Source: an optimization exercise on an open RTL-to-GDS flow (aim: small area and a short achievable clock period). Production flows keep margins and buffers that such runs may drop.
At most, simulation tests tie the RTL to the original design; equivalence was not proved.
For run 4, only the layout was checked, not whether the RTL still works.

[flow/design.v]
package adpll_cfg_pkg;
   localparam int FCWW = 26;
   localparam int INTW = 12;
   localparam int FRAW = 14;
   localparam int ACCW = 27;
   localparam int OTWW = 13;
   localparam int LW  = 5;
   localparam int MSW = 8;
   localparam int L_MAX  = 12;
   localparam int L_MIN  = -13;
   localparam int MS_MAX = 127;
   localparam int MS_MIN = -128;
   localparam int OTW_SHIFT = 7;
   localparam int TCW       = 9;
   localparam int T_TDC_PU  = 16;
   localparam int T_INJ_PU  = 48;
   localparam int T_PU_DONE = 112;
   localparam int T_CH_LOCK = 480;
   localparam int LCW           = 5;
   localparam int LOCK_N_FINE   = 15;
   localparam int LOCK_N_COARSE = 8;
endpackage
package adpll_types_pkg;
   typedef enum logic [1:0] {
      MODE_PD   = 2'd0,
      MODE_TEST = 2'd1,
      MODE_RX   = 2'd2,
      MODE_TX   = 2'd3
   } adpll_mode_e;
   typedef enum logic [2:0] {
      ST_IDLE = 3'd0,
      ST_PU   = 3'd1,
      ST_CL   = 3'd2,
      ST_CM   = 3'd3,
      ST_CS   = 3'd4
   } acq_state_e;
   typedef struct packed {
      logic [3:0] alpha;
      logic [3:0] beta;
      logic [2:0] lambda;
      logic [1:0] iir_n;
      logic       en_integral;
   } filt_cfg_s;
   typedef struct packed {
      logic [3:0] alpha_s;
      logic [2:0] lambda;
      logic [1:0] iir_n;
   } coef_set_s;
   typedef struct packed {
      logic [3:0] alpha_l;
      logic [3:0] alpha_m;
      logic [3:0] beta;
      coef_set_s  rx;
      coef_set_s  tx;
   } coef_regs_s;
   typedef struct packed {
      logic signed [4:0]  l;
      logic signed [7:0] m;
      logic signed [7:0] s;
   } bank_words_s;
   typedef struct packed {
      logic dco_pd;
      logic tdc_pd;
      logic tdc_pd_inj;
   } pwr_ctrl_s;
   typedef struct packed {
      bank_words_s words;
      pwr_ctrl_s   pd;
   } test_ctrl_s;
endpackage
module lf_add #(
   parameter int W = 27
) (
   input  logic [W-1:0] a,
   input  logic [W-1:0] b,
   input  logic         ci,
   output logic [W-1:0] s,
   output logic [W:0]   c
);
   localparam int LG = (W > 16) ? 5 : (W > 8) ? 4 : (W > 4) ? 3 : (W > 2) ? 2 : 1;
   logic [W-1:0] g, p;
   assign g = a & b;
   assign p = a ^ b;
   logic [W-1:0] gg [0:LG];
   logic [W-1:0] pp [0:LG];
   assign gg[0] = {g[W-1:1], g[0] | (p[0] & ci)};
   assign pp[0] = p;
   for (genvar l = 0; l < LG; l++) begin : g_lv
      for (genvar i = 0; i < W; i++) begin : g_bit
         if ((i >> l) & 1) begin : g_n
            assign gg[l+1][i] = gg[l][i] | (pp[l][i] & gg[l][((i >> l) << l) - 1]);
            assign pp[l+1][i] = pp[l][i] & pp[l][((i >> l) << l) - 1];
         end else begin : g_w
            assign gg[l+1][i] = gg[l][i];
            assign pp[l+1][i] = pp[l][i];
         end
      end
   end
   assign c = {gg[LG], ci};
   assign s = p ^ c[W-1:0];
endmodule
module loop_filter (
   input  logic                                     clk,
   input  logic                                     rst_accum_all,
   input  logic                                     accum_clr,
   input  logic [adpll_cfg_pkg::FCWW-1:0]           fcw,
   input  logic [adpll_cfg_pkg::INTW-1:0]           tdc_word,
   input  adpll_types_pkg::filt_cfg_s               filt,
   output logic signed [adpll_cfg_pkg::OTWW-1:0]    otw_round
);
   localparam int N = adpll_cfg_pkg::ACCW;
   function automatic logic [19:0] sh20(input logic [26:0] x, input logic [3:0] s);
      logic [26:0] a8;
      logic [22:0] a4;
      logic [20:0] a2;
      logic [19:0] a1;
      for (int i = 0; i < 27; i++) a8[i] = s[3] ? x[(i+8 > 26) ? 26 : i+8] : x[i];
      for (int i = 0; i < 23; i++) a4[i] = s[2] ? a8[i+4] : a8[i];
      for (int i = 0; i < 21; i++) a2[i] = s[1] ? a4[i+2] : a4[i];
      for (int i = 0; i < 20; i++) a1[i] = s[0] ? a2[i+1] : a2[i];
      sh20 = a1;
   endfunction
   logic                  clr;
   logic signed [N-1:0]   acc_d, acc_q;
   logic signed [N-1:0]   iir_q [1:3];
   logic signed [N-1:0]   iir_d [0:3];
   logic signed [N-1:0]   tap;
   logic signed [N-1:0]   integ_d, integ_q;
   assign clr = rst_accum_all | accum_clr;
   logic [12:0] hs, hc;
   logic [12:0] hx, hy;
   assign hx = {1'b0, fcw[25:14]};
   assign hy = ~{1'b0, tdc_word};
   assign hs = acc_q[26:14] ^ hx ^ hy;
   assign hc = (acc_q[26:14] & hx) | (acc_q[26:14] & hy) | (hx & hy);
   logic [N:0] acc_c;
   lf_add #(.W(N)) u_acc (
      .a({hs, acc_q[13:0]}), .b({hc[11:0], 1'b1, fcw[13:0]}), .ci(1'b0),
      .s(acc_d), .c(acc_c)
   );
   assign iir_d[0] = acc_d;
   for (genvar k = 1; k <= 3; k++) begin : g_iir
      logic signed [N-1:0] ysh, xsh;
      logic [N:0] ic;
      assign ysh = iir_q[k] >>> filt.lambda;
      assign xsh = iir_d[k-1] >>> filt.lambda;
      logic [N-1:0] cs_s, cs_c;
      assign cs_s = xsh ^ iir_q[k] ^ ~ysh;
      assign cs_c = (xsh & iir_q[k]) | (xsh & ~ysh) | (iir_q[k] & ~ysh);
      lf_add #(.W(N)) u_i (
         .a(cs_s), .b({cs_c[N-2:0], 1'b1}), .ci(1'b0), .s(iir_d[k]), .c(ic)
      );
   end
   always_comb begin
      case (filt.iir_n)
         2'd0:    tap = iir_d[0];
         2'd1:    tap = iir_d[1];
         2'd2:    tap = iir_d[2];
         default: tap = iir_d[3];
      endcase
   end
   logic [N:0] int_c;
   logic [N-1:0] tap_g;
   assign tap_g = filt.en_integral ? tap : '0;
   lf_add #(.W(N)) u_int (
      .a(tap_g), .b(integ_q), .ci(1'b0), .s(integ_d), .c(int_c)
   );
   always_ff @(posedge clk) begin
      if (clr) begin
         acc_q    <= '0;
         iir_q[1] <= '0;
         iir_q[2] <= '0;
         iir_q[3] <= '0;
         integ_q  <= '0;
      end else begin
         acc_q    <= acc_d;
         iir_q[1] <= iir_d[1];
         iir_q[2] <= iir_d[2];
         iir_q[3] <= iir_d[3];
         integ_q  <= integ_d;
      end
   end
   logic [19:0] pa, pb, ps, pc, ntw;
   logic [20:0] ntw_c;
   assign pa  = sh20(tap, filt.alpha);
   assign pb  = filt.en_integral ? sh20(integ_d, filt.beta) : 20'd0;
   assign ps  = pa ^ pb ^ 20'd64;
   assign pc  = (pa & pb) | ((pa | pb) & 20'd64);
   lf_add #(.W(20)) u_ntw (
      .a(ps), .b({pc[18:0], 1'b0}), .ci(1'b0), .s(ntw), .c(ntw_c)
   );
   assign otw_round = ntw[19:7];
endmodule
module acq_sequencer (
   input  logic                                     clk,
   input  logic                                     rst_accum_all,
   input  logic [adpll_cfg_pkg::FCWW-1:0]           fcw,
   input  adpll_types_pkg::adpll_mode_e             mode,
   input  adpll_types_pkg::coef_regs_s              coefs,
   input  logic                                     lock_seen,
   input  logic signed [7:0]                        lock_word,
   output logic                                     st_cl,
   output logic                                     st_cm,
   output logic                                     st_cs,
   output adpll_types_pkg::filt_cfg_s               filt,
   output logic                                     accum_clr,
   output logic                                     ld_en,
   output logic                                     ld_clr,
   output logic signed [4:0]                        fixed_l,
   output logic signed [7:0]                        fixed_m,
   output adpll_types_pkg::pwr_ctrl_s               pwr,
   output logic                                     channel_lock
);
   adpll_types_pkg::acq_state_e     state;
   logic [adpll_cfg_pkg::FCWW-1:0]  fcw_last;
   adpll_types_pkg::adpll_mode_e    mode_last;
   logic [adpll_cfg_pkg::TCW-1:0]   time_cnt;
   logic                            en_integral;
   adpll_types_pkg::coef_set_s      cs;
   assign st_cl = (state == adpll_types_pkg::ST_CL);
   assign st_cm = (state == adpll_types_pkg::ST_CM);
   assign st_cs = (state == adpll_types_pkg::ST_CS);
   assign cs = (mode == adpll_types_pkg::MODE_TX) ? coefs.tx : coefs.rx;
   always_comb begin
      filt.alpha       = coefs.rx.alpha_s;
      filt.beta        = coefs.beta;
      filt.lambda      = coefs.rx.lambda;
      filt.iir_n       = 2'd0;
      filt.en_integral = en_integral;
      case (state)
         adpll_types_pkg::ST_CL: filt.alpha = coefs.alpha_l;
         adpll_types_pkg::ST_CM: filt.alpha = coefs.alpha_m;
         adpll_types_pkg::ST_CS: begin
            filt.alpha  = cs.alpha_s;
            filt.lambda = cs.lambda;
            filt.iir_n  = cs.iir_n;
         end
         default: ;
      endcase
   end
   always_ff @(posedge clk) begin
      if (rst_accum_all) begin
         state        <= adpll_types_pkg::ST_IDLE;
         pwr          <= '1;
         accum_clr    <= 1'b0;
         ld_en        <= 1'b0;
         ld_clr       <= 1'b0;
         fixed_l      <= '0;
         fixed_m      <= '0;
         channel_lock <= 1'b0;
         en_integral  <= 1'b0;
         fcw_last     <= '0;
         mode_last    <= adpll_types_pkg::MODE_PD;
      end else begin
         fcw_last  <= fcw;
         mode_last <= mode;
         if (fcw != fcw_last || mode != mode_last) begin
            state <= adpll_types_pkg::ST_IDLE;
         end else begin
            case (state)
               adpll_types_pkg::ST_IDLE: begin
                  time_cnt     <= '0;
                  fixed_l      <= '0;
                  fixed_m      <= '0;
                  ld_en        <= 1'b0;
                  ld_clr       <= 1'b1;
                  channel_lock <= 1'b0;
                  en_integral  <= 1'b0;
                  if (mode == adpll_types_pkg::MODE_PD) begin
                     pwr <= '1;
                  end
                  if (mode == adpll_types_pkg::MODE_RX || mode == adpll_types_pkg::MODE_TX) begin
                     state <= adpll_types_pkg::ST_PU;
                  end
               end
               adpll_types_pkg::ST_PU: begin
                  time_cnt   <= time_cnt + 1'b1;
                  pwr.dco_pd <= 1'b0;
                  if (time_cnt == adpll_cfg_pkg::T_TDC_PU) begin
                     pwr.tdc_pd <= 1'b0;
                  end
                  if (time_cnt == adpll_cfg_pkg::T_INJ_PU) begin
                     pwr.tdc_pd_inj <= 1'b0;
                  end
                  if (time_cnt == adpll_cfg_pkg::T_PU_DONE) begin
                     state     <= adpll_types_pkg::ST_CL;
                     accum_clr <= 1'b1;
                     time_cnt  <= '0;
                  end
               end
               adpll_types_pkg::ST_CL: begin
                  accum_clr <= 1'b0;
                  ld_clr    <= 1'b0;
                  ld_en     <= 1'b1;
                  if (lock_seen && !ld_clr) begin
                     fixed_l   <= lock_word[4:0];
                     state     <= adpll_types_pkg::ST_CM;
                     accum_clr <= 1'b1;
                     ld_clr    <= 1'b1;
                  end
               end
               adpll_types_pkg::ST_CM: begin
                  accum_clr <= 1'b0;
                  ld_clr    <= 1'b0;
                  if (lock_seen && !ld_clr) begin
                     fixed_m   <= lock_word;
                     state     <= adpll_types_pkg::ST_CS;
                     accum_clr <= 1'b1;
                     ld_en     <= 1'b0;
                  end
               end
               adpll_types_pkg::ST_CS: begin
                  accum_clr <= 1'b0;
                  time_cnt  <= time_cnt + 1'b1;
                  if (coefs.beta != 4'd0) begin
                     en_integral <= 1'b1;
                  end
                  if (time_cnt == adpll_cfg_pkg::T_CH_LOCK) begin
                     channel_lock <= 1'b1;
                  end
               end
               default: state <= adpll_types_pkg::ST_IDLE;
            endcase
         end
      end
   end
endmodule
module freq_lock_detector (
   input  logic                                     clk,
   input  logic                                     rst_accum_all,
   input  logic                                     ld_en,
   input  logic                                     ld_clr,
   input  logic                                     st_cl,
   input  logic signed [7:0]                        otw_sat,
   output logic                                     lock_seen,
   output logic signed [7:0]                        lock_word
);
   logic signed [7:0]              cand1, cand2;
   logic                           lock_sel;
   logic [adpll_cfg_pkg::LCW-1:0]  cnt1, cnt2;
   logic [adpll_cfg_pkg::LCW-1:0]  inc1, inc2;
   logic [adpll_cfg_pkg::LCW-1:0]  lock_n;
   assign inc1 = cnt1 + 1'b1;
   assign inc2 = cnt2 + 1'b1;
   assign lock_n = st_cl ? 5'(adpll_cfg_pkg::LOCK_N_COARSE) : 5'(adpll_cfg_pkg::LOCK_N_FINE);
   always_ff @(posedge clk) begin
      if (rst_accum_all || ld_clr) begin
         cand1     <= '1;
         cand2     <= '1;
         cnt1      <= '0;
         cnt2      <= '0;
         lock_seen <= 1'b0;
         lock_sel  <= 1'b0;
      end else if (ld_en) begin
         if (otw_sat == cand1) begin
            cnt1 <= inc1;
            if (inc1 == lock_n) begin
               lock_seen <= 1'b1;
               lock_sel  <= 1'b0;
            end
         end else if (otw_sat == cand2) begin
            cnt2 <= inc2;
            if (inc2 == lock_n) begin
               lock_seen <= 1'b1;
               lock_sel  <= 1'b1;
            end
         end else begin
            cand1 <= otw_sat;
            cnt1  <= 1;
            cand2 <= cand1;
            cnt2  <= cnt1;
         end
      end
   end
   assign lock_word = lock_sel ? cand2 : cand1;
endmodule
module bank_word_combiner (
   input  logic                                     st_cl,
   input  logic                                     st_cm,
   input  logic                                     st_cs,
   input  logic                                     mode_test,
   input  logic                                     accum_clr,
   input  logic signed [adpll_cfg_pkg::OTWW-1:0]    otw_round,
   input  logic signed [4:0]                        fixed_l,
   input  logic signed [7:0]                        fixed_m,
   input  adpll_types_pkg::test_ctrl_s              test,
   output logic signed [7:0]                        otw_sat,
   output adpll_types_pkg::bank_words_s             dco_words,
   output logic                                     channel_sat
);
   logic signed [7:0] sat_l, sat_ms;
   always_comb begin
      if (otw_round > adpll_cfg_pkg::L_MAX)      sat_l = 8'(adpll_cfg_pkg::L_MAX);
      else if (otw_round < adpll_cfg_pkg::L_MIN) sat_l = 8'(adpll_cfg_pkg::L_MIN);
      else                                       sat_l = otw_round[7:0];
      if (otw_round > adpll_cfg_pkg::MS_MAX)      sat_ms = 8'(adpll_cfg_pkg::MS_MAX);
      else if (otw_round < adpll_cfg_pkg::MS_MIN) sat_ms = 8'(adpll_cfg_pkg::MS_MIN);
      else                                        sat_ms = otw_round[7:0];
   end
   assign otw_sat = st_cl ? sat_l : sat_ms;
   always_comb begin
      if (mode_test) begin
         dco_words = test.words;
      end else begin
         dco_words.l = (st_cl && !accum_clr) ? sat_l[4:0] : fixed_l;
         dco_words.m = (st_cm && !accum_clr) ? sat_ms : fixed_m;
         dco_words.s = (st_cs && !accum_clr) ? sat_ms : 8'sd0;
      end
   end
   assign channel_sat = (dco_words.s == adpll_cfg_pkg::MS_MIN) ||
                        (dco_words.s == adpll_cfg_pkg::MS_MAX);
endmodule
module adpll_ctrl (
   input  logic         clk,
   input  logic         rst_accum_all,
   input  logic [25:0]  fcw,
   input  logic [1:0]   adpll_mode,
   input  logic [11:0]  tdc_word,
   input  logic [29:0]  coefs,
   input  logic [23:0]  test,
   output logic [20:0]  dco_words,
   output logic [2:0]   pwr,
   output logic         channel_lock,
   output logic         channel_sat
);
   adpll_types_pkg::adpll_mode_e           adpll_mode_t;
   adpll_types_pkg::coef_regs_s            coefs_t;
   adpll_types_pkg::test_ctrl_s            test_t;
   adpll_types_pkg::bank_words_s           dco_words_t;
   adpll_types_pkg::pwr_ctrl_s             pwr_t;
   assign adpll_mode_t = adpll_types_pkg::adpll_mode_e'(adpll_mode);
   assign coefs_t      = coefs;
   assign test_t       = test;
   assign dco_words    = dco_words_t;
   assign pwr          = pwr_t;
   logic                                   st_cl, st_cm, st_cs, mode_test;
   adpll_types_pkg::filt_cfg_s             filt;
   logic signed [4:0]                      fixed_l;
   logic signed [7:0]                      fixed_m;
   adpll_types_pkg::pwr_ctrl_s             pwr_seq;
   logic                                   accum_clr;
   logic                                   ld_en, ld_clr;
   logic                                   lock_seen;
   logic signed [7:0]                      lock_word;
   logic signed [adpll_cfg_pkg::OTWW-1:0]  otw_round;
   logic signed [7:0]                      otw_sat;
   assign mode_test = (adpll_mode_t == adpll_types_pkg::MODE_TEST);
   loop_filter loop_filter0 (
      .clk(clk), .rst_accum_all(rst_accum_all), .accum_clr(accum_clr),
      .fcw(fcw), .tdc_word(tdc_word), .filt(filt), .otw_round(otw_round)
   );
   acq_sequencer acq_sequencer0 (
      .clk(clk), .rst_accum_all(rst_accum_all), .fcw(fcw), .mode(adpll_mode_t),
      .coefs(coefs_t), .lock_seen(lock_seen), .lock_word(lock_word),
      .st_cl(st_cl), .st_cm(st_cm), .st_cs(st_cs),
      .filt(filt), .accum_clr(accum_clr), .ld_en(ld_en), .ld_clr(ld_clr),
      .fixed_l(fixed_l), .fixed_m(fixed_m), .pwr(pwr_seq), .channel_lock(channel_lock)
   );
   freq_lock_detector freq_lock_detector0 (
      .clk(clk), .rst_accum_all(rst_accum_all), .ld_en(ld_en), .ld_clr(ld_clr),
      .st_cl(st_cl), .otw_sat(otw_sat), .lock_seen(lock_seen), .lock_word(lock_word)
   );
   bank_word_combiner bank_word_combiner0 (
      .st_cl(st_cl), .st_cm(st_cm), .st_cs(st_cs), .mode_test(mode_test),
      .accum_clr(accum_clr), .otw_round(otw_round),
      .fixed_l(fixed_l), .fixed_m(fixed_m), .test(test_t), .otw_sat(otw_sat),
      .dco_words(dco_words_t), .channel_sat(channel_sat)
   );
   assign pwr_t = mode_test ? test_t.pd : pwr_seq;
endmodule
[flow/flow/run.sh]
#!/bin/bash
# The standard layout (standard.sh: unchanged synthesis, floorplan, placement,
# CTS, routing), with two settings changed:
#  - the port buffers are plain buf_1 cells instead of the delay buffers the
#    resizer picks by default (every port still gets its own buffer);
#  - CTS uses clkbuf_16 with larger sink clusters and no dummy loads.
# The whole ORFS run's output goes to standard_flow.log here; ORFS also keeps
# each step's own log under orfs/logs/.
set -euo pipefail
export BUFFER_PORTS_ARGS="-buffer_cell sky130_fd_sc_hd__buf_1"
export CTS_ARGS="-sink_clustering_enable -repair_clock_nets -buf_list sky130_fd_sc_hd__clkbuf_16 -dont_use_dummy_load -sink_clustering_size 20 -sink_clustering_max_diameter 120"
bash standard.sh finish > standard_flow.log 2>&1
[flow/standard.sh]
#!/bin/bash
# synth_recipe.tcl (not shown) runs the flow's synth.tcl, then flattens the netlist and writes it again
# the make line also repeats each setting of config.mk as NAME=value (left out here)
make -C /OpenROAD-flow-scripts/flow DESIGN_CONFIG=/design/flow/config.mk WORK_HOME=/design/flow/orfs CLKGATE_MAP_FILE= SYNTH_SCRIPT=/design/flow/synth_recipe.tcl "${@:-finish}"
[flow/config.mk]
export PLATFORM = sky130hd
export DESIGN_NAME = adpll_ctrl
export DESIGN_NICKNAME = adpll_ctrl
export VERILOG_FILES = /design/flow/design.v
export SDC_FILE = /design/flow/constraint.sdc
export NUM_CORES = 4
export LEC_CHECK = 0
export ABC_AREA = 1
export CAP_MARGIN = 20
export CORE_MARGIN = 2
export CORE_UTILIZATION = 70
export PLACE_DENSITY = 0.85
export SETUP_SLACK_MARGIN = 2
export SLEW_MARGIN = 20
[flow/constraint.sdc]
create_clock -name core_clock -period 33.0 [get_ports {clk}]
set_input_delay 6.6000 -clock core_clock [delete_from_list [all_inputs] [get_ports {clk}]]
set_output_delay 6.6000 -clock core_clock [all_outputs]
set_load 0.01 [all_outputs]
==> implementation parameters, run 1 <==
Parameter                              Value

STA
  Number of setup violations in the final report    0
  Final setup TNS    0 ns
  Final Slew Violations    0
  Worst-margin pin slew    1.06 ns
  Final hold slack    0.458 ns
  Final worst-path cycle share    0.907
  Final critical delay including setup and external delays    ~30 ns
  Final hold violation count    0
  Max Clock Skew    0.0549 ns
  Achievable Freq    0.0334 GHz
  RSZ-0062 raised after global routing    false
  Max_slew headroom    0.290

Floorplanning
  Area of the die    0.0382 mm^2
  Std-Cell Rows    70
  Effective utilization at floorplan    0.706
  Count of boundary I/O pins    122
  Die W    195 um
  Core footprint    0.0363 mm^2
  DIE HEIGHT    ~200 um

Route
  Initial detailed-routing violation count    2672
  Routed vias    ~26000
  Routed WL per cell    16.3 um
  Via-to-Cell Ratio    5.84
  Aggregate routed wire length    73.4 mm
  Count of antenna-violating nets left after detailed routing    0
  DRC errors left    0
  Pre-antenna DRT Iters    6

GRT
  Pin count of the biggest net entering global routing    99
  GRT Residual Overflow    0
  Number of antenna violations at the first check in global routing    0
  Number of global-route vias before repair    about 24000
  Met2 layer usage reported by global route    0.620
  GRT met1 Usage    0.502
  Global-route met3 utilization    0.0534
  Grt peak-use layer    met2
  Global-route wire length before repair    between 100 and 150 mm
  GRT Overall Usage    0.376

Synth
  Sequential fraction of the synthesis area    0.178
  Syn_area_per_cell    between 6 and 7 um^2
  Proportion of register bits with asynchronous set or reset after synthesis    0
  Ys Warns    14
  Synthesis-stage register bit count    224
  Net count after synthesis    approximately 4400
  Area leader, netlist    sky130_fd_sc_hd__dfxtp_1
  Biggest area contributors in the synthesized netlist    sky130_fd_sc_hd__dfxtp_1 17%, sky130_fd_sc_hd__nand2_1 15%, sky130_fd_sc_hd__o21ai_0 9.8%
  Post-synth top flop    sky130_fd_sc_hd__dfxtp_1
  Post-synthesis cell count    4032
  Synthesized area    about 0.026 mm^2
  Portion of synthesized cell area occupied by the leading cell type    0.168
  Number of flops mapped to enable cells by yosys    9
  Count of cell types in the netlist    between 60 and 70

Clocking
  H-tree level count    1
  TritonCTS clock tree    built
  Clock-pin slew of the registers on the worst-case setup and hold paths    0.09 ns
  Clock Latency Late Sink    0.53 ns
  Root buf cell    sky130_fd_sc_hd__clkbuf_16
  Buffer levels on the longest clock path    3
  Clock Sink Count    224
  Hold buffers post-CTS    0
  Number of buffers inserted during clock tree synthesis    15

Worst hold path
  Hold Crit Class    flop to flop

Setup path
  Highest cell delay on the worst timing path    0.90 ns
  Critical Path Fanout Max    between 90 and 100
  Startpoint class of the critical path    input pin
  Kind of critical path    input pin to output pin
  Worst setup EP type    output pin
  Critical path arrival    23.32 ns
  Cell with the biggest individual delay on the critical path    sky130_fd_sc_hd__buf_4
  Cell repeated most along the worst path    sky130_fd_sc_hd__nand2_1
  Required time reported for the critical path endpoint    26.40 ns

Placed design
  Port Buffer Count    121
  Post-place instance area    between 0.02 and 0.03 mm^2
  RD Place Congestion    1.03
  Half-perimeter wire length after detailed placement    around 56 mm

Final layout
  Final layout net count    approximately 4400
  Post-Layout Inst Area    0.0271 mm^2
  Fraction of final layout cells sized beyond drive strength 1    0.0768
  Area growth from synthesis to layout    5.68%
  Post-Route Utilization    0.746
  Inserted Diodes    0

Run status
  Status    finished clean

Job
  Max-cap violations    0
final timing paths:
check	end	startpoint	cells after the start	slack (ns)
max	channel_sat	adpll_mode[1]	91	3.08
min	acq_sequencer0.channel_lock$_SDFFE_PP0P_	acq_sequencer0.channel_lock$_SDFFE_PP0P_	2	0.46
max reg2reg	freq_lock_detector0.cand2[4]$_SDFFE_PP1P_	acq_sequencer0.state[0]$_SDFFE_PP0P_	97	15.34
min reg2reg	acq_sequencer0.channel_lock$_SDFFE_PP0P_	acq_sequencer0.channel_lock$_SDFFE_PP0P_	2	0.46
final cells by class:
class	count	area (um^2)
Multi-Input combinational cell	3038	18600
Fill cell	3069	9240
Sequential cell	224	4570
Inverter	603	2270
Timing Repair Buffer	157	734
Tap cell	468	586
Clock buffer	15	375
through the flow:
step	cells	setup slack [ns]
floorplan	4032	4.40
global placement	4470	1.79
detailed placement	4470	1.45
CTS	4486	2.05
global route	4505	1.93
finish	4505	3.08
layout by cell type, fill, tap and decap left out, types with 24 or more instances in the layout:
| cell type | Yosys | final |
|---|---|---|
| sky130_fd_sc_hd__fa_1 | 117 | 113 |
| sky130_fd_sc_hd__buf_1 | 21 | 119 |
| sky130_fd_sc_hd__nand3_1 | 244 | 242 |
| sky130_fd_sc_hd__nand2_2 | 29 | 35 |
| sky130_fd_sc_hd__buf_4 | 7 | 35 |
| sky130_fd_sc_hd__inv_1 | 576 | 569 |
| sky130_fd_sc_hd__xnor2_1 | 30 | 24 |
| sky130_fd_sc_hd__a21oi_1 | 177 | 168 |
| sky130_fd_sc_hd__dfxtp_1 | 215 | 215 |
| sky130_fd_sc_hd__nor2_1 | 353 | 346 |
| sky130_fd_sc_hd__or2_2 | 41 | 41 |
| sky130_fd_sc_hd__xor2_1 | 54 | 48 |
| sky130_fd_sc_hd__mux2i_1 | 86 | 85 |
| sky130_fd_sc_hd__o21ai_0 | 500 | 431 |
| sky130_fd_sc_hd__o21ai_1 | 19 | 65 |
| sky130_fd_sc_hd__nand2_1 | 1006 | 997 |
| sky130_fd_sc_hd__inv_2 | 22 | 27 |
| sky130_fd_sc_hd__ha_1 | 160 | 149 |
| sky130_fd_sc_hd__o21ai_2 | 3 | 24 |
Yosys cell counts (12+ instances only):
cell type / number
sky130_fd_sc_hd__ha_1: 160
sky130_fd_sc_hd__o21ai_0: 500
sky130_fd_sc_hd__inv_2: 22
sky130_fd_sc_hd__nand3_1: 244
sky130_fd_sc_hd__nand2_1: 1006
sky130_fd_sc_hd__buf_1: 21
sky130_fd_sc_hd__or2_2: 41
sky130_fd_sc_hd__xnor2_1: 30
sky130_fd_sc_hd__clkbuf_1: 120
sky130_fd_sc_hd__mux2i_1: 86
sky130_fd_sc_hd__a21o_1: 12
sky130_fd_sc_hd__nor3_1: 17
sky130_fd_sc_hd__nand3b_1: 14
sky130_fd_sc_hd__nand3_2: 20
sky130_fd_sc_hd__a31oi_1: 20
sky130_fd_sc_hd__o21ai_1: 19
sky130_fd_sc_hd__inv_1: 576
sky130_fd_sc_hd__a21oi_1: 177
sky130_fd_sc_hd__nand2_2: 29
sky130_fd_sc_hd__nand4_1: 19
sky130_fd_sc_hd__xor2_1: 54
sky130_fd_sc_hd__dfxtp_1: 215
sky130_fd_sc_hd__nor2_1: 353
sky130_fd_sc_hd__fa_1: 117
state kept, by name, indices dropped and copies added, names as in the netlist, 5 cells and up:
signal and count:
acq_sequencer0.fcw_last 26, acq_sequencer0.fixed_l 5, acq_sequencer0.fixed_m 8, acq_sequencer0.time_cnt 9, freq_lock_detector0.cand1 8, freq_lock_detector0.cand2 8
freq_lock_detector0.cnt1 5, freq_lock_detector0.cnt2 5, loop_filter0.acc_q 27, loop_filter0.iir_q 81, loop_filter0.integ_q 27
cells by family (layout without fill, tap and decap cells):
kind of cell	after synthesis	in the layout	share of synthesized area
fa+ha+maj	277	277	0.169
mux	87	87	0.0340
xor+xnor	84	84	0.0287
flops	224	224	0.178
compound gates	816	816	0.176
simple gates	1772	1774	0.296
buf+inv	772	775	0.118
metal layers:
metal,part of all wire,vias to the layer above
li1,-,13000
met2,0.45,1210
met5,0,-
met4,0.040,0
met3,0.096,208
met1,0.41,12000
worst max-delay path: cells and delay by family:
kind / cells / cell delay [ns]
buffers and inverters: 11 / 2.30
XOR/XNOR: 4 / 0.77
AND/OR/NAND/NOR: 38 / 3.91
AO/OA/AOI/OAI: 25 / 4.47
adder cells (fa/ha/maj): 13 / 5.17
timing repair:
item,CTS,global route
setup endpoints to repair,11,22
resized for setup,12,155
cloned,1,1
buffers inserted,0,18
pin swaps,1,36
endpoints found under the hold margin,0,0
==> inputs of run 2 (changes only) <==
--- a/flow/flow/run.sh
+++ b/flow/flow/run.sh
@@ -9,2 +9,3 @@
 set -euo pipefail
+export RECOVER_POWER=50
 export BUFFER_PORTS_ARGS="-buffer_cell sky130_fd_sc_hd__buf_1"
--- a/flow/config.mk
+++ b/flow/config.mk
@@ -10,4 +10,4 @@
 export CORE_MARGIN = 2
-export CORE_UTILIZATION = 70
-export PLACE_DENSITY = 0.85
+export CORE_UTILIZATION = 60
+export PLACE_DENSITY = 0.75
 export SETUP_SLACK_MARGIN = 2
==> run 2 against run 1 <==
The layout now fails its checks (max-capacitance violations, max-slew violations). Design area increased by 0.37%. Global-route usage shrank 5.0 points. Die area up 16%. Cell count rose by 1.8%. Critical path depth down 7. Area after synthesis unchanged. Largest cell class unchanged. Highest routed layer unchanged.
==> implementation parameters, run 2 <==
Parameter                              Value

Final layout
  Most flops, register    loop_filter0.iir_q (unchanged)
  Number of fillers in the final layout    4019 (was 3069)
  Fraction of final layout cells sized beyond drive strength 1    0.0744 (was 0.0768)
  Post-Route Utilization    0.647 (was 0.746)
  Leading cell type in the layout, fill and taps excluded    sky130_fd_sc_hd__nand2_1 (unchanged)
  Area growth from synthesis to layout    6.07% (was 5.68%)
  Flip-flop count of the largest register, all copies and words added    81 (unchanged)
  Final layout net count    4420 (was 4412)
  Inserted Diodes    0 (unchanged)
  Leading registers by flop count    loop_filter0.iir_q x81, loop_filter0.acc_q x27, loop_filter0.integ_q x27 (unchanged)
  Highest-count cells in the layout ignoring fill and taps    999 x sky130_fd_sc_hd__nand2_1, 569 x sky130_fd_sc_hd__inv_1, 438 x sky130_fd_sc_hd__o21ai_0 (was 997 x sky130_fd_sc_hd__nand2_1, 569 x sky130_fd_sc_hd__inv_1, 431 x sky130_fd_sc_hd__o21ai_0)
  Post-Layout Inst Area    0.0272 mm^2 (was 0.0271 mm^2)

Route
  Count of antenna-violating nets left after detailed routing    0 (unchanged)
  Routed vias    25700 (was 26300)
  Routed WL per cell    16.0 um (was 16.3 um)
  Aggregate routed wire length    73.5 mm (was 73.4 mm)
  DRC errors left    0 (unchanged)
  Pre-antenna DRT Iters    6 (unchanged)
  Initial detailed-routing violation count    2332 (was 2672)
  Via-to-Cell Ratio    5.61 (was 5.84)

Clocking
  Clock Latency Late Sink    0.52 ns (was 0.53 ns)
  Hold buffers post-CTS    0 (unchanged)
  Clock Sink Count    224 (unchanged)
  TritonCTS clock tree    built (unchanged)
  H-tree level count    1 (unchanged)
  Buffer levels on the longest clock path    3 (unchanged)
  Clock-pin slew of the registers on the worst-case setup and hold paths    0.09 ns (about the same)
  Root buf cell    sky130_fd_sc_hd__clkbuf_16 (unchanged)
  Number of buffers inserted during clock tree synthesis    16 (was 15)

Synth
  Ys Warns    14 (unchanged)
  Biggest area contributors in the synthesized netlist    sky130_fd_sc_hd__dfxtp_1 17%, sky130_fd_sc_hd__nand2_1 15%, sky130_fd_sc_hd__o21ai_0 9.8% (unchanged)
  Number of flops mapped to enable cells by yosys    9 (unchanged)
  Most frequent cells after synthesis    1006 x sky130_fd_sc_hd__nand2_1, 576 x sky130_fd_sc_hd__inv_1, 500 x sky130_fd_sc_hd__o21ai_0 (unchanged)
  Syn_area_per_cell    6.36 um^2 (unchanged)
  Area leader, netlist    sky130_fd_sc_hd__dfxtp_1 (unchanged)
  Synthesized area    0.0257 mm^2 (unchanged)
  Post-synthesis cell count    4032 (unchanged)
  Post-synth top flop    sky130_fd_sc_hd__dfxtp_1 (unchanged)
  Proportion of register bits with asynchronous set or reset after synthesis    0 (unchanged)
  Most frequent cell after synthesis    sky130_fd_sc_hd__nand2_1 (unchanged)
  Portion of synthesized cell area occupied by the leading cell type    0.168 (unchanged)
  Net count after synthesis    4405 (unchanged)
  Count of cell types in the netlist    69 (unchanged)
  Synthesis-stage register bit count    224 (unchanged)
  Sequential fraction of the synthesis area    0.178 (unchanged)

Placed design
  Post-place instance area    0.0262 mm^2 (was 0.0261 mm^2)
  Half-perimeter wire length after detailed placement    57.0 mm (was 56.5 mm)
  RD Place Congestion    0.952 (was 1.03)
  Port Buffer Count    121 (unchanged)

Job
  Max-cap violations    3 (was 0)

STA
  Final Slew Violations    181 (was 0)
  Achievable Freq    0.0332 GHz (was 0.0334 GHz)
  Final hold slack    0.451 ns (was 0.458 ns)
  RSZ-0062 raised after global routing    false (unchanged)
  Number of setup violations in the final report    0 (unchanged)
  Max_slew headroom    -1.07 (was 0.290)
  Final worst-path cycle share    0.912 (was 0.907)
  Final critical delay including setup and external delays    30.10 ns (was 29.92 ns)
  Final hold violation count    0 (unchanged)
  Final setup TNS    0 ns (unchanged)
  Max Clock Skew    0.0258 ns (was 0.0549 ns)
  Worst-margin pin slew    3.10 ns (was 1.06 ns)

Run status
  Layout violations      max-capacitance violations, max-slew violations
  Status    finished with violations (was finished clean)

GRT
  GRT Residual Overflow    0 (unchanged)
  Number of antenna violations at the first check in global routing    0 (unchanged)
  Global-route wire length before repair    118 mm (about the same)
  GRT Overall Usage    0.326 (was 0.376)
  Pin count of the biggest net entering global routing    94 (was 99)
  Number of global-route vias before repair    23200 (was 24400)

Setup path
  Cell with the biggest individual delay on the critical path    sky130_fd_sc_hd__buf_6 (was sky130_fd_sc_hd__buf_4)
  Highest cell delay on the worst timing path    0.58 ns (was 0.90 ns)
  Cells on worst reg2reg path    99 (was 97)
  Critical Path Fanout Max    89 (was 98)
  Critical path arrival    23.50 ns (was 23.32 ns)
  Startpoint class of the critical path    input pin (unchanged)
  Worst setup EP type    output pin (unchanged)
  Required time reported for the critical path endpoint    26.40 ns (about the same)
  Kind of critical path    input pin to output pin (unchanged)
  Cell repeated most along the worst path    sky130_fd_sc_hd__nand2_1 (unchanged)

Floorplanning
  Effective utilization at floorplan    0.610 (was 0.706)
  Count of boundary I/O pins    122 (unchanged)
  Core footprint    0.0420 mm^2 (was 0.0363 mm^2)
  DIE HEIGHT    211 um (was 195 um)
  Area of the die    0.0444 mm^2 (was 0.0382 mm^2)
  Std-Cell Rows    75 (was 70)
  Die W    211 um (was 195 um)

Worst hold path
  Hold Path Depth    2 (unchanged)
  Hold Crit Class    flop to flop (unchanged)
run 2: logic make-up (layout without fill, tap and decap cells):
group           Yosys count  after routing  synth area share
simple gates           1772           1774             0.296
compound gates          816            816             0.176
fa+ha+maj               277            277             0.169
flops                   224            224             0.178
xor+xnor                 84             84            0.0287
mux                      87             87            0.0340
buf+inv                 772            783             0.118
run 2: critical path, delay by kind of cell:
family	cells	cell delay, ns
and+or+nand+nor	35	4.09
buffers and inverters	12	2.13
AOI/OAI and AO/OA	22	4.50
xor gates and xnor gates	1	0.18
adders and majority gates	13	5.64
muxes	1	0.28
run 2: worst paths after layout:
kind	to	slack, ns	startpoint
worst min register to register	acq_sequencer0.channel_lock$_SDFFE_PP0P_	0.45	acq_sequencer0.channel_lock$_SDFFE_PP0P_
worst min-delay path	acq_sequencer0.channel_lock$_SDFFE_PP0P_	0.45	acq_sequencer0.channel_lock$_SDFFE_PP0P_
worst max-delay path	channel_sat	2.90	adpll_mode[1]
worst max register to register	freq_lock_detector0.cand2[7]$_SDFFE_PP1P_	15.31	loop_filter0.acc_q[0]$_SDFF_PP0_
run 2: per-layer routing:
layer | up-vias | track usage | wire length, um
met2 | 952 | 0.518 | 32300
met4 | 0 | 0.0903 | 1990
met5 | - | 0 | 0
li1 | 13000 | - | -
met3 | 118 | 0.0474 | 6040
met1 | 11700 | 0.462 | 33200
run 2: area by class of cell:
cell class / instances / area [um^2] / share of cell area
flip-flops and latches: 224 / 4570 / 0.168
inverters: 603 / 2270 / 0.0835
multi-input cells: 3038 / 18500 / 0.680
repair buffers: 164 / 787 / 0.0289
well taps: 539 / 674 / 0.0248
clock buffers: 16 / 400 / 0.0147
run 2: timing repair:
item / CTS / global route
gates resized for setup: 6 / 148
cloned: 0 / 2
endpoints found under the setup margin: 4 / 22
buffers inserted: 1 / 23
pin swaps: 0 / 31
endpoints found under the hold margin: 0 / 0
run 2: through the flow:
stage / std cells / worst slack, ns
CTS: 4559 / 2.01
floorplan: 4032 / 4.40
detailed placement: 4542 / 1.56
global route: 4584 / 1.56
global placement: 4542 / 1.73
finish: 4584 / 2.90
==> inputs of run 3 (changes only) <==
--- a/flow/flow/run.sh
+++ b/flow/flow/run.sh
@@ -9,3 +9,2 @@
 set -euo pipefail
-export RECOVER_POWER=50
 export BUFFER_PORTS_ARGS="-buffer_cell sky130_fd_sc_hd__buf_1"
==> run 3 against run 2 <==
The run now finishes clean. Hold slack gained 0.0023 ns. Critical endpoint unchanged. Critical path type unchanged. Clock skew about the same. Cell count did not move. Synthesized cell count unchanged. First-iteration DRC count rose by 1.7%. Global-route usage is the same. Largest cell class unchanged. Setup slack improved by 0.27 ns.
==> implementation parameters, run 3 <==
Parameter                              Value

Clocking
  TritonCTS clock tree    built (unchanged)
  Clock Sink Count    224 (unchanged)
  Number of buffers inserted during clock tree synthesis    16 (unchanged)
  Clock-pin slew of the registers on the worst-case setup and hold paths    0.09 ns (about the same)
  Root buf cell    sky130_fd_sc_hd__clkbuf_16 (unchanged)
  H-tree level count    1 (unchanged)
  Buffer levels on the longest clock path    3 (unchanged)
  Clock Latency Late Sink    0.52 ns (about the same)

Floorplanning
  Core footprint    0.0420 mm^2 (unchanged)
  DIE HEIGHT    211 um (unchanged)
  Area of the die    0.0444 mm^2 (unchanged)
  Effective utilization at floorplan    0.610 (unchanged)
  Count of boundary I/O pins    122 (unchanged)
  Std-Cell Rows    75 (unchanged)
  Die W    211 um (unchanged)

Setup path
  Cell repeated most along the worst path    sky130_fd_sc_hd__nand2_1 (unchanged)
  Highest cell delay on the worst timing path    0.61 ns (was 0.58 ns)
  Worst setup EP type    output pin (unchanged)
  Required time reported for the critical path endpoint    26.40 ns (about the same)
  Critical path arrival    23.24 ns (was 23.50 ns)
  Startpoint class of the critical path    input pin (unchanged)
  Register-to-register setup slack    15.60 ns (was 15.31 ns)
  Cell with the biggest individual delay on the critical path    sky130_fd_sc_hd__fa_1 (was sky130_fd_sc_hd__buf_6)
  Critical Path Fanout Max    50 (was 89)
  Kind of critical path    input pin to output pin (unchanged)

GRT
  GRT Residual Overflow    0 (unchanged)
  Global-route wire length before repair    118 mm (unchanged)
  Number of global-route vias before repair    23200 (unchanged)
  Pin count of the biggest net entering global routing    94 (unchanged)
  GRT Overall Usage    0.326 (unchanged)
  Number of antenna violations at the first check in global routing    0 (unchanged)

Synth
  Ys Warns    14 (unchanged)
  Post-synthesis cell count    4032 (unchanged)
  Number of flops mapped to enable cells by yosys    9 (unchanged)
  Most frequent cell after synthesis    sky130_fd_sc_hd__nand2_1 (unchanged)
  Biggest area contributors in the synthesized netlist    sky130_fd_sc_hd__dfxtp_1 17%, sky130_fd_sc_hd__nand2_1 15%, sky130_fd_sc_hd__o21ai_0 9.8% (unchanged)
  Portion of synthesized cell area occupied by the leading cell type    0.168 (unchanged)
  Syn_area_per_cell    6.36 um^2 (unchanged)
  Proportion of register bits with asynchronous set or reset after synthesis    0 (unchanged)
  Count of cell types in the netlist    69 (unchanged)
  Sequential fraction of the synthesis area    0.178 (unchanged)
  Most frequent cells after synthesis    1006 x sky130_fd_sc_hd__nand2_1, 576 x sky130_fd_sc_hd__inv_1, 500 x sky130_fd_sc_hd__o21ai_0 (unchanged)
  Synthesis-stage register bit count    224 (unchanged)
  Synthesized area    0.0257 mm^2 (unchanged)
  Post-synth top flop    sky130_fd_sc_hd__dfxtp_1 (unchanged)
  Area leader, netlist    sky130_fd_sc_hd__dfxtp_1 (unchanged)
  Net count after synthesis    4405 (unchanged)

STA
  Final hold slack    0.454 ns (was 0.451 ns)
  Final worst-path cycle share    0.904 (was 0.912)
  Max Clock Skew    0.0258 ns (about the same)
  Final Slew Violations    0 (was 181)
  Achievable Freq    0.0335 GHz (was 0.0332 GHz)
  Worst-margin pin slew    1.06 ns (was 3.10 ns)
  Final critical delay including setup and external delays    29.84 ns (was 30.10 ns)
  Max_slew headroom    0.294 (was -1.07)
  Final setup TNS    0 ns (unchanged)
  RSZ-0062 raised after global routing    false (unchanged)
  Number of setup violations in the final report    0 (unchanged)
  Final hold violation count    0 (unchanged)

Final layout
  Leading registers by flop count    loop_filter0.iir_q x81, loop_filter0.acc_q x27, loop_filter0.integ_q x27 (unchanged)
  Most flops, register    loop_filter0.iir_q (unchanged)
  Highest-count cells in the layout ignoring fill and taps    998 x sky130_fd_sc_hd__nand2_1, 569 x sky130_fd_sc_hd__inv_1, 435 x sky130_fd_sc_hd__o21ai_0 (was 999 x sky130_fd_sc_hd__nand2_1, 569 x sky130_fd_sc_hd__inv_1, 438 x sky130_fd_sc_hd__o21ai_0)
  Area growth from synthesis to layout    6.16% (was 6.07%)
  Fraction of final layout cells sized beyond drive strength 1    0.0759 (was 0.0744)
  Inserted Diodes    0 (unchanged)
  Flip-flop count of the largest register, all copies and words added    81 (unchanged)
  Leading cell type in the layout, fill and taps excluded    sky130_fd_sc_hd__nand2_1 (unchanged)
  Final layout net count    4420 (unchanged)
  Post-layout instance count excluding filler cells    4584 (unchanged)

Placed design
  Port Buffer Count    121 (unchanged)
  Half-perimeter wire length after detailed placement    57.0 mm (unchanged)
  RD Place Congestion    0.952 (unchanged)
  Instance count after placement with tap cells included    4542 (unchanged)

Route
  Aggregate routed wire length    73.4 mm (was 73.5 mm)
  Count of antenna-violating nets left after detailed routing    0 (unchanged)
  Via-to-Cell Ratio    5.61 (unchanged)
  Routed vias    25700 (unchanged)
  Pre-antenna DRT Iters    6 (unchanged)
  Initial detailed-routing violation count    2371 (was 2332)
  Routed WL per cell    16.0 um (about the same)
  DRC errors left    0 (unchanged)

Worst hold path
  Hold Crit Class    flop to flop (unchanged)

Job
  Max-cap violations    0 (was 3)

Run status
  Status    finished clean (was finished with violations)
-- run 3: cell count changes in the layout (fill, tap and decap cells not counted) --
cell                       before  now
sky130_fd_sc_hd__nand3_1      243  242
sky130_fd_sc_hd__buf_4         38   40
sky130_fd_sc_hd__o21ai_2       20   21
sky130_fd_sc_hd__clkinv_1       3    2
sky130_fd_sc_hd__inv_2         27   28
sky130_fd_sc_hd__o21ai_0      438  435
sky130_fd_sc_hd__nand3_2       20   21
sky130_fd_sc_hd__nand2_1      999  998
sky130_fd_sc_hd__nand2_4        8    9
sky130_fd_sc_hd__o21ai_1       62   64
sky130_fd_sc_hd__clkbuf_1       2    0
-- run 3: metrics by stage --
stage,setup slack (ns),area [um^2],utilization
after floorplan,4.40,25700,-
after global placement,1.73,26200,0.623
after detailed placement,1.56,26200,0.623
after CTS,2.01,26600,0.634
after global routing,1.86,27200,0.648
final,3.16,27200,0.648
-- run 3: per-layer routing --
layer  vias to the layer above  GRT usage  wire length [um]  share of wire
li1                      13000          -                 -              -
met1                     11600      0.462             32900           0.45
met2                       993      0.518             32200           0.44
met3                       119     0.0474              6250          0.085
met4                         0     0.0903              2000          0.027
met5                         -          0                 0              0
-- run 3: final cells by class --
type | instances | area (um^2)
well taps | 539 | 674
flip-flops and latches | 224 | 4570
repair buffers | 164 | 795
fillers | 4014 | 14800
inverters | 603 | 2270
multi-input cells | 3038 | 18500
clock buffers | 16 | 400
-- run 3: kinds of logic (layout without fill, tap and decap cells) --
kind of cell / count (synthesis) / in the layout / synth area share
compound gates: 816 / 816 / 0.176
xor+xnor: 84 / 84 / 0.0287
fa+ha+maj: 277 / 277 / 0.169
buf+inv: 772 / 783 / 0.118
flops: 224 / 224 / 0.178
mux: 87 / 87 / 0.0340
simple gates: 1772 / 1774 / 0.296
-- run 3: path summary, 6_finish.rpt --
path	to	cells past startpoint	from
setup reg to reg	freq_lock_detector0.cand2[7]$_SDFFE_PP1P_	104	loop_filter0.acc_q[0]$_SDFF_PP0_
hold / removal	acq_sequencer0.channel_lock$_SDFFE_PP0P_	2	acq_sequencer0.channel_lock$_SDFFE_PP0P_
hold reg to reg	acq_sequencer0.channel_lock$_SDFFE_PP0P_	2	acq_sequencer0.channel_lock$_SDFFE_PP0P_
setup / recovery	channel_sat	89	adpll_mode[1]
-- run 3: worst max-delay path, delay by kind of cell --
kind	cells	cell delay [ns]
fa+ha+maj	13	5.28
buf+inv	11	1.67
mux	2	0.49
xor+xnor	4	0.75
simple gates	39	4.26
compound gates	20	4.14
-- run 3: what timing repair did --
action,CTS,global route
gates cloned,0,2
hold buffers,0,0
endpoints found under the setup margin,4,22
pin swaps,0,31
buffers inserted,1,23
resized for setup,6,148
==> inputs of run 4 (changes only) <==
--- a/flow/design.v
+++ b/flow/design.v
@@ -143,3 +143,2 @@
       logic signed [N-1:0] ysh, xsh;
-      logic [N:0] ic;
       assign ysh = iir_q[k] >>> filt.lambda;
@@ -149,5 +148,3 @@
       assign cs_c = (xsh & iir_q[k]) | (xsh & ~ysh) | (iir_q[k] & ~ysh);
-      lf_add #(.W(N)) u_i (
-         .a(cs_s), .b({cs_c[N-2:0], 1'b1}), .ci(1'b0), .s(iir_d[k]), .c(ic)
-      );
+      assign iir_d[k] = cs_s + {cs_c[N-2:0], 1'b1};
    end
==> run 4 against run 3 <==
Hold slack improved by 0.010 ns. Global-route usage rose by 2.7 points. Die area increased by 3.4%. Design area increased by 3.8%. Area after synthesis grew 3.5%. Cell count up 5.8%. Via count up 6.7%. Sequential share of layout area down 0.62 points. Critical path depth is 4 higher. Maximum frequency about the same. Highest routed layer is now met5.
==> implementation parameters, run 4 <==
Parameter                              Value

Run status
  Status    finished clean (unchanged)

STA
  Final worst-path cycle share    0.904 (about the same)
  Final Slew Violations    0 (unchanged)
  Achievable Freq    0.0335 GHz (about the same)
  Max Clock Skew    0.0755 ns (was 0.0258 ns)
  Number of setup violations in the final report    0 (unchanged)
  Max_slew headroom    0.368 (was 0.294)
  Final setup TNS    0 ns (unchanged)
  Worst-margin pin slew    0.948 ns (was 1.06 ns)
  Worst Slack Setup Final    3.17 ns (was 3.16 ns)
  Final hold violation count    0 (unchanged)
  Final critical delay including setup and external delays    29.83 ns (was 29.84 ns)
  RSZ-0062 raised after global routing    false (unchanged)

Final layout
  Highest-count cells in the layout ignoring fill and taps    999 x sky130_fd_sc_hd__nand2_1, 649 x sky130_fd_sc_hd__inv_1, 499 x sky130_fd_sc_hd__o21ai_0 (was 998 x sky130_fd_sc_hd__nand2_1, 569 x sky130_fd_sc_hd__inv_1, 435 x sky130_fd_sc_hd__o21ai_0)
  Leading registers by flop count    loop_filter0.iir_q x81, loop_filter0.acc_q x27, loop_filter0.integ_q x27 (unchanged)
  Area growth from synthesis to layout    6.53% (was 6.16%)
  Flip-flop count of the largest register, all copies and words added    81 (unchanged)
  Fraction of final layout cells sized beyond drive strength 1    0.0643 (was 0.0759)
  Multi-input gate area    0.0193 mm^2 (was 0.0185 mm^2)
  Area taken by flip-flops and latches    0.00457 mm^2 (unchanged)
  Number of fillers in the final layout    4347 (was 4014)
  Final layout net count    4624 (was 4420)
  Leading cell type in the layout, fill and taps excluded    sky130_fd_sc_hd__nand2_1 (unchanged)
  Most flops, register    loop_filter0.iir_q (unchanged)

Placed design
  RD Place Congestion    0.967 (was 0.952)
  Port Buffer Count    121 (unchanged)
  Half-perimeter wire length after detailed placement    66.1 mm (was 57.0 mm)
  Place WS    2.03 ns (was 1.56 ns)

Clocking
  TritonCTS clock tree    built (unchanged)
  Root buf cell    sky130_fd_sc_hd__clkbuf_16 (unchanged)
  Hold buffers post-CTS    0 (unchanged)
  Buffer levels on the longest clock path    3 (unchanged)
  Number of buffers inserted during clock tree synthesis    17 (was 16)
  Clock-pin slew of the registers on the worst-case setup and hold paths    0.08 ns (was 0.09 ns)
  Clock Latency Late Sink    0.55 ns (was 0.52 ns)
  H-tree level count    1 (unchanged)
  Clock Sink Count    224 (unchanged)

Synth
  Post-synthesis cell count    4252 (was 4032)
  Synthesis-stage register bit count    224 (unchanged)
  Net count after synthesis    4616 (was 4405)
  Syn_area_per_cell    6.24 um^2 (was 6.36 um^2)
  Number of flops mapped to enable cells by yosys    9 (unchanged)
  Area leader, netlist    sky130_fd_sc_hd__dfxtp_1 (unchanged)
  Portion of synthesized cell area occupied by the leading cell type    0.162 (was 0.168)
  Proportion of register bits with asynchronous set or reset after synthesis    0 (unchanged)
  Count of cell types in the netlist    65 (was 69)
  Sequential fraction of the synthesis area    0.172 (was 0.178)
  Post-synth top flop    sky130_fd_sc_hd__dfxtp_1 (unchanged)
  Synthesized area    0.0265 mm^2 (was 0.0257 mm^2)
  Most frequent cell after synthesis    sky130_fd_sc_hd__nand2_1 (unchanged)
  Most frequent cells after synthesis    1003 x sky130_fd_sc_hd__nand2_1, 650 x sky130_fd_sc_hd__inv_1, 546 x sky130_fd_sc_hd__o21ai_0 (was 1006 x sky130_fd_sc_hd__nand2_1, 576 x sky130_fd_sc_hd__inv_1, 500 x sky130_fd_sc_hd__o21ai_0)
  Ys Warns    12 (was 14)
  Biggest area contributors in the synthesized netlist    sky130_fd_sc_hd__dfxtp_1 16%, sky130_fd_sc_hd__nand2_1 14%, sky130_fd_sc_hd__o21ai_0 10% (was sky130_fd_sc_hd__dfxtp_1 17%, sky130_fd_sc_hd__nand2_1 15%, sky130_fd_sc_hd__o21ai_0 9.8%)

Floorplanning
  DIE HEIGHT    214 um (was 211 um)
  Core footprint    0.0439 mm^2 (was 0.0420 mm^2)
  Std-Cell Rows    77 (was 75)
  Area of the die    0.0459 mm^2 (was 0.0444 mm^2)
  Effective utilization at floorplan    0.604 (was 0.610)
  Count of boundary I/O pins    122 (unchanged)
  Die W    214 um (was 211 um)

GRT
  Number of global-route vias before repair    25800 (was 23200)
  Global-route wire length before repair    133 mm (was 118 mm)
  GRT Overall Usage    0.354 (was 0.326)
  GRT Residual Overflow    0 (unchanged)
  Pin count of the biggest net entering global routing    137 (was 94)
  Number of antenna violations at the first check in global routing    3 (was 0)

Setup path
  Worst setup EP type    output pin (unchanged)
  Cells on worst reg2reg path    98 (was 104)
  Critical path arrival    23.23 ns (was 23.24 ns)
  Required time reported for the critical path endpoint    26.40 ns (about the same)
  Kind of critical path    input pin to output pin (unchanged)
  Cell repeated most along the worst path    sky130_fd_sc_hd__nand2_1 (unchanged)
  Startpoint of the most critical register-to-register path    acq_sequencer0.state[0]$_SDFFE_PP0P_ (was loop_filter0.acc_q[0]$_SDFF_PP0_)
  Register-to-register setup slack    15.02 ns (was 15.60 ns)
  Highest cell delay on the worst timing path    0.60 ns (was 0.61 ns)
  Cell with the biggest individual delay on the critical path    sky130_fd_sc_hd__buf_6 (was sky130_fd_sc_hd__fa_1)
  Endpoint of the worst register-to-register path    freq_lock_detector0.cand1[0]$_SDFFE_PP1P_ (was freq_lock_detector0.cand2[7]$_SDFFE_PP1P_)
  Critical Path Fanout Max    93 (was 50)
  Startpoint class of the critical path    input pin (unchanged)

Route
  Via-to-Cell Ratio    5.66 (was 5.61)
  Routed WL per cell    17.2 um (was 16.0 um)
  Aggregate routed wire length    83.5 mm (was 73.4 mm)
  Count of antenna-violating nets left after detailed routing    0 (unchanged)
  Pre-antenna DRT Iters    6 (unchanged)
  Routed vias    27500 (was 25700)
  DRC errors left    0 (unchanged)
  Initial detailed-routing violation count    2333 (was 2371)

Job
  Max-cap violations    0 (unchanged)

Worst hold path
  Hold Crit Class    flop to flop (unchanged)
  Hold path start    acq_sequencer0.pwr[2]$_SDFFE_PP1P_ (was acq_sequencer0.channel_lock$_SDFFE_PP0P_)
  Hold-critical path endpoint    acq_sequencer0.pwr[2]$_SDFFE_PP1P_ (was acq_sequencer0.channel_lock$_SDFFE_PP0P_)
  Hold Path Depth    2 (unchanged)
run 4: worst max-delay path, delay by kind of cell:
family | cells | cell delay, ns
AOI/OAI and AO/OA | 30 | 5.44
xor gates and xnor gates | 4 | 1.04
adders and majority gates | 11 | 4.35
buffers and inverters | 16 | 2.46
and+or+nand+nor | 32 | 3.14
run 4: logic make-up after synthesis:
kind of cell | after synthesis | synth area share
DFF | 224 | 0.172
buffers and inverters | 832 | 0.120
adders and majority gates | 268 | 0.156
and+or+nand+nor | 1805 | 0.292
xor gates and xnor gates | 100 | 0.0330
muxes | 90 | 0.0339
AOI/OAI and AO/OA | 933 | 0.193
run 4: cell type report:
cell class | count | area share
diodes | 1 | 0.0000885
clock buffers | 17 | 0.0150
inverters | 667 | 0.0890
multi-input cells | 3197 | 0.682
flip-flops and latches | 224 | 0.162
well taps | 592 | 0.0262
repair buffers | 153 | 0.0258
run 4: worst max-delay path by stage:
stage,from,to,slack (ns),cells after the start
3_5_place_dp,adpll_mode[1],channel_sat,2.03,94
5_1_grt,fcw[15],channel_sat,1.81,109
3_3_place_gp,adpll_mode[1],channel_sat,2.07,90
4_1_cts,adpll_mode[1],channel_sat,2.12,93
2_1_floorplan,tdc_word[1],channel_sat,5.16,102
6_report,adpll_mode[1],channel_sat,3.17,93
run 4: metal layers:
metal | GRT usage | vias to the layer above | share of wire
li1 | - | 13800 | -
met1 | 0.473 | 12500 | 0.43
met2 | 0.587 | 1013 | 0.46
met3 | 0.0365 | 186 | 0.070
met4 | 0.141 | 2 | 0.045
met5 | 0 | - | 0.00011
run 4: stage by stage:
step | hold WS, ns | utilization | instances | cell area, um^2
after floorplan | 0.426 | - | 4252 | 26500
after global placement | 0.444 | 0.620 | 4819 | 27300
after detailed placement | 0.448 | 0.620 | 4819 | 27300
after CTS | 0.461 | 0.630 | 4836 | 27700
after global routing | 0.480 | 0.644 | 4851 | 28300
final | 0.464 | 0.644 | 4851 | 28300
run 4: what timing repair did:
action	4_1_cts	5_1_grt
setup buffers	0	13
resized for setup	1	147
setup endpoints to repair	1	22
gates cloned	0	1
pin swaps	0	17
==> inputs of run 5 (changes only) <==
--- a/flow/design.v
+++ b/flow/design.v
@@ -89,5 +89,9 @@
       for (genvar i = 0; i < W; i++) begin : g_bit
+         localparam int J = (l > 0 && i == (1 << l)) ? i - 2 : ((i >> l) << l) - 1;
          if ((i >> l) & 1) begin : g_n
-            assign gg[l+1][i] = gg[l][i] | (pp[l][i] & gg[l][((i >> l) << l) - 1]);
-            assign pp[l+1][i] = pp[l][i] & pp[l][((i >> l) << l) - 1];
+            assign gg[l+1][i] = gg[l][i] | (pp[l][i] & gg[l][J]);
+            assign pp[l+1][i] = pp[l][i] & pp[l][J];
+         end else if (l == 0 && i >= 2 && (i & (i - 1)) == 0) begin : g_pair
+            assign gg[l+1][i] = gg[l][i] | (pp[l][i] & gg[l][i-1]);
+            assign pp[l+1][i] = pp[l][i] & pp[l][i-1];
          end else begin : g_w
@@ -143,2 +147,3 @@
       logic signed [N-1:0] ysh, xsh;
+      logic [N:0] ic;
       assign ysh = iir_q[k] >>> filt.lambda;
@@ -148,3 +153,5 @@
       assign cs_c = (xsh & iir_q[k]) | (xsh & ~ysh) | (iir_q[k] & ~ysh);
-      assign iir_d[k] = cs_s + {cs_c[N-2:0], 1'b1};
+      lf_add #(.W(N)) u_i (
+         .a(cs_s), .b({cs_c[N-2:0], 1'b1}), .ci(1'b0), .s(iir_d[k]), .c(ic)
+      );
    end
==> run 5 against run 4 <==
Critical path depth is 2 lower. First-iteration DRC count grew 1.4%. Design area decreased by 3.5%. Setup slack gained 0.28 ns. Routed wire length shrank 8.0%. Still clean on timing, DRC and antenna. Clock-buffer cell count down 2. Synthesized cell count down 1.5%. Sequential share of layout area grew 0.59 points. Die area shrank 3.1%. Critical endpoint unchanged. Clock skew fell by 0.015 ns. Non-clock buffer count rose by 9. Critical path type unchanged. Largest cell class unchanged.
==> implementation parameters, run 5 <==
Parameter                              Value

STA
  Final worst-path cycle share    0.895 (was 0.904)
  RSZ-0062 raised after global routing    false (unchanged)
  Max Clock Skew    0.0604 ns (was 0.0755 ns)
  Worst-margin pin slew    1.24 ns (was 0.948 ns)
  Final critical delay including setup and external delays    29.55 ns (was 29.83 ns)

Final layout
  Post-Route Utilization    0.647 (was 0.644)
  Most flops, register    loop_filter0.iir_q (unchanged)
  Area growth from synthesis to layout    6.12% (was 6.53%)
  Number of fillers in the final layout    4173 (was 4347)
  Post-layout instance count excluding filler cells    4741 (was 4851)
  Leading registers by flop count    loop_filter0.iir_q x81, loop_filter0.acc_q x27, loop_filter0.integ_q x27 (unchanged)
  Final layout net count    4560 (was 4624)
  Fraction of final layout cells sized beyond drive strength 1    0.0612 (was 0.0643)

Placed design
  Instance count after placement with tap cells included    4707 (was 4819)

Route
  DRC errors left    0 (unchanged)
  Aggregate routed wire length    76.8 mm (was 83.5 mm)
  Routed WL per cell    16.2 um (was 17.2 um)

Job
  Max-cap violations    0 (unchanged)

Synth
  Post-synthesis cell count    4190 (was 4252)
  Parity-gate share of the synthesized area counting xor and xnor cells    0.0313 (was 0.0330)
  Post-synth top flop    sky130_fd_sc_hd__dfxtp_1 (unchanged)
  Net count after synthesis    4546 (was 4616)
  Synthesized area    0.0257 mm^2 (was 0.0265 mm^2)
  Combinational family with the most area after synthesis    simple AND/OR/NAND/NOR gates (unchanged)
  Synthesis-stage register bit count    224 (unchanged)
  Count of cell types in the netlist    65 (unchanged)
  Proportion of register bits with asynchronous set or reset after synthesis    0 (unchanged)

Clocking
  Number of buffers inserted during clock tree synthesis    15 (was 17)
  Clock Latency Late Sink    0.54 ns (was 0.55 ns)
  TritonCTS clock tree    built (unchanged)

Setup path
  Required time reported for the critical path endpoint    26.40 ns (about the same)
  Worst setup EP type    output pin (unchanged)
  Cell repeated most along the worst path    sky130_fd_sc_hd__nand2_1 (unchanged)
  Kind of critical path    input pin to output pin (unchanged)

Run status
  Status    finished clean (unchanged)

GRT
  Number of global-route vias before repair    24100 (was 25800)
  Number of antenna violations at the first check in global routing    0 (was 3)
  Pin count of the biggest net entering global routing    106 (was 137)
  Global-route wire length before repair    122 mm (was 133 mm)

Worst hold path
  Hold Crit Class    flop to flop (unchanged)

Floorplanning
  Die W    211 um (was 214 um)
  Core footprint    0.0421 mm^2 (was 0.0439 mm^2)
-- run 5: cell count changes after synthesis, sizes merged, moves of 15 or more --
cell / previous run / this run
nand2: 1040 / 1141
mux2i: 90 / 61
a21oi: 230 / 165
nand3: 273 / 288
o21ai: 580 / 553
inv: 665 / 619
-- run 5: worst paths after layout --
kind                                             start                                         to  slack, ns  depth (start not counted)
setup reg to reg  acq_sequencer0.state[0]$_SDFFE_PP0P_  freq_lock_detector0.cand1[6]$_SDFFE_PP1P_      15.44                         95
setup / recovery                         adpll_mode[0]                                channel_sat       3.45                         91
hold / removal      acq_sequencer0.pwr[1]$_SDFFE_PP1P_         acq_sequencer0.pwr[1]$_SDFFE_PP1P_       0.46                          2
hold reg to reg     acq_sequencer0.pwr[1]$_SDFFE_PP1P_         acq_sequencer0.pwr[1]$_SDFFE_PP1P_       0.46                          2
-- run 5: stage by stage --
step / hold slack (ns) / area (um^2)
final: 0.465 / 27300
after global routing: 0.475 / 27300
after CTS: 0.463 / 26700
after detailed placement: 0.450 / 26400
after global placement: 0.438 / 26400
after floorplan: 0.419 / 25700
-- run 5: critical path, delay by kind of cell --
kind / cells / cell delay [ns]
AO/OA/AOI/OAI: 23 / 4.77
adder cells (fa/ha/maj): 9 / 4.05
multiplexers: 1 / 0.13
XOR/XNOR: 2 / 0.45
AND/OR/NAND/NOR: 44 / 4.84
buffers and inverters: 12 / 2.04
-- run 5: cell type report --
type,count,share of cell area
inverter,624,0.0861
multi-input combinational,3177,0.679
clock buffer,15,0.0138
tap,539,0.0247
sequential,224,0.168
timing repair buffer,162,0.0286
-- run 5: cell families after synthesis --
logic type,after synthesis
adders and majority gates,260
buffers and inverters,790
and+or+nand+nor,1934
xor gates and xnor gates,92
AOI/OAI and AO/OA,829
muxes,61
DFF,224
-- run 5: routing by layer --
metal  vias to the layer above  part of all wire  global-route usage
met5                         -                 0                   0
li1                      13500                 -                   -
met4                         0             0.034               0.107
met2                       908              0.45               0.550
met3                       149             0.075              0.0449
met1                     12200              0.44               0.464
-- run 5: timing repair --
item / CTS / global route
endpoints found under the setup margin: 10 / 22
pin swaps: 0 / 25
setup buffers: 0 / 18
cloned: 0 / 1
resized for setup: 2 / 124

[static timing again, ports no longer ideal]
In the flow no input, the clock included, has a driving cell. The finished layouts below were timed again as built, in two steps. Step 1 sets driving cells, clkbuf_16 on the clock port and buf_2 on the other inputs (assumed; they add their load-dependent delay and slew). Step 2, shift: input delay + t, output delay - t, t = (earliest + latest rising clock arrival at the registers) / 2. This alone moves slack from input paths to output paths. Three values: ideal ports, drivers, drivers and shift; two values: the first two.
| run | t, ns | setup WS [ns] | worst slew at a driven data input, ns |
|---|---|---|---|
| run 1 | 0.567 | 3.075 / 3.048 / 3.048 | 0.06 |
| run 2 | 0.566 | 2.896 / 2.870 / 2.870 | 0.06 |
| run 3 | 0.565 | 3.164 / 3.137 / 3.137 | 0.06 |
| run 4 | 0.569 | 3.172 / 3.148 / 3.148 | 0.08 |
| run 5 | 0.569 | 3.454 / 3.429 / 3.429 | 0.07 |
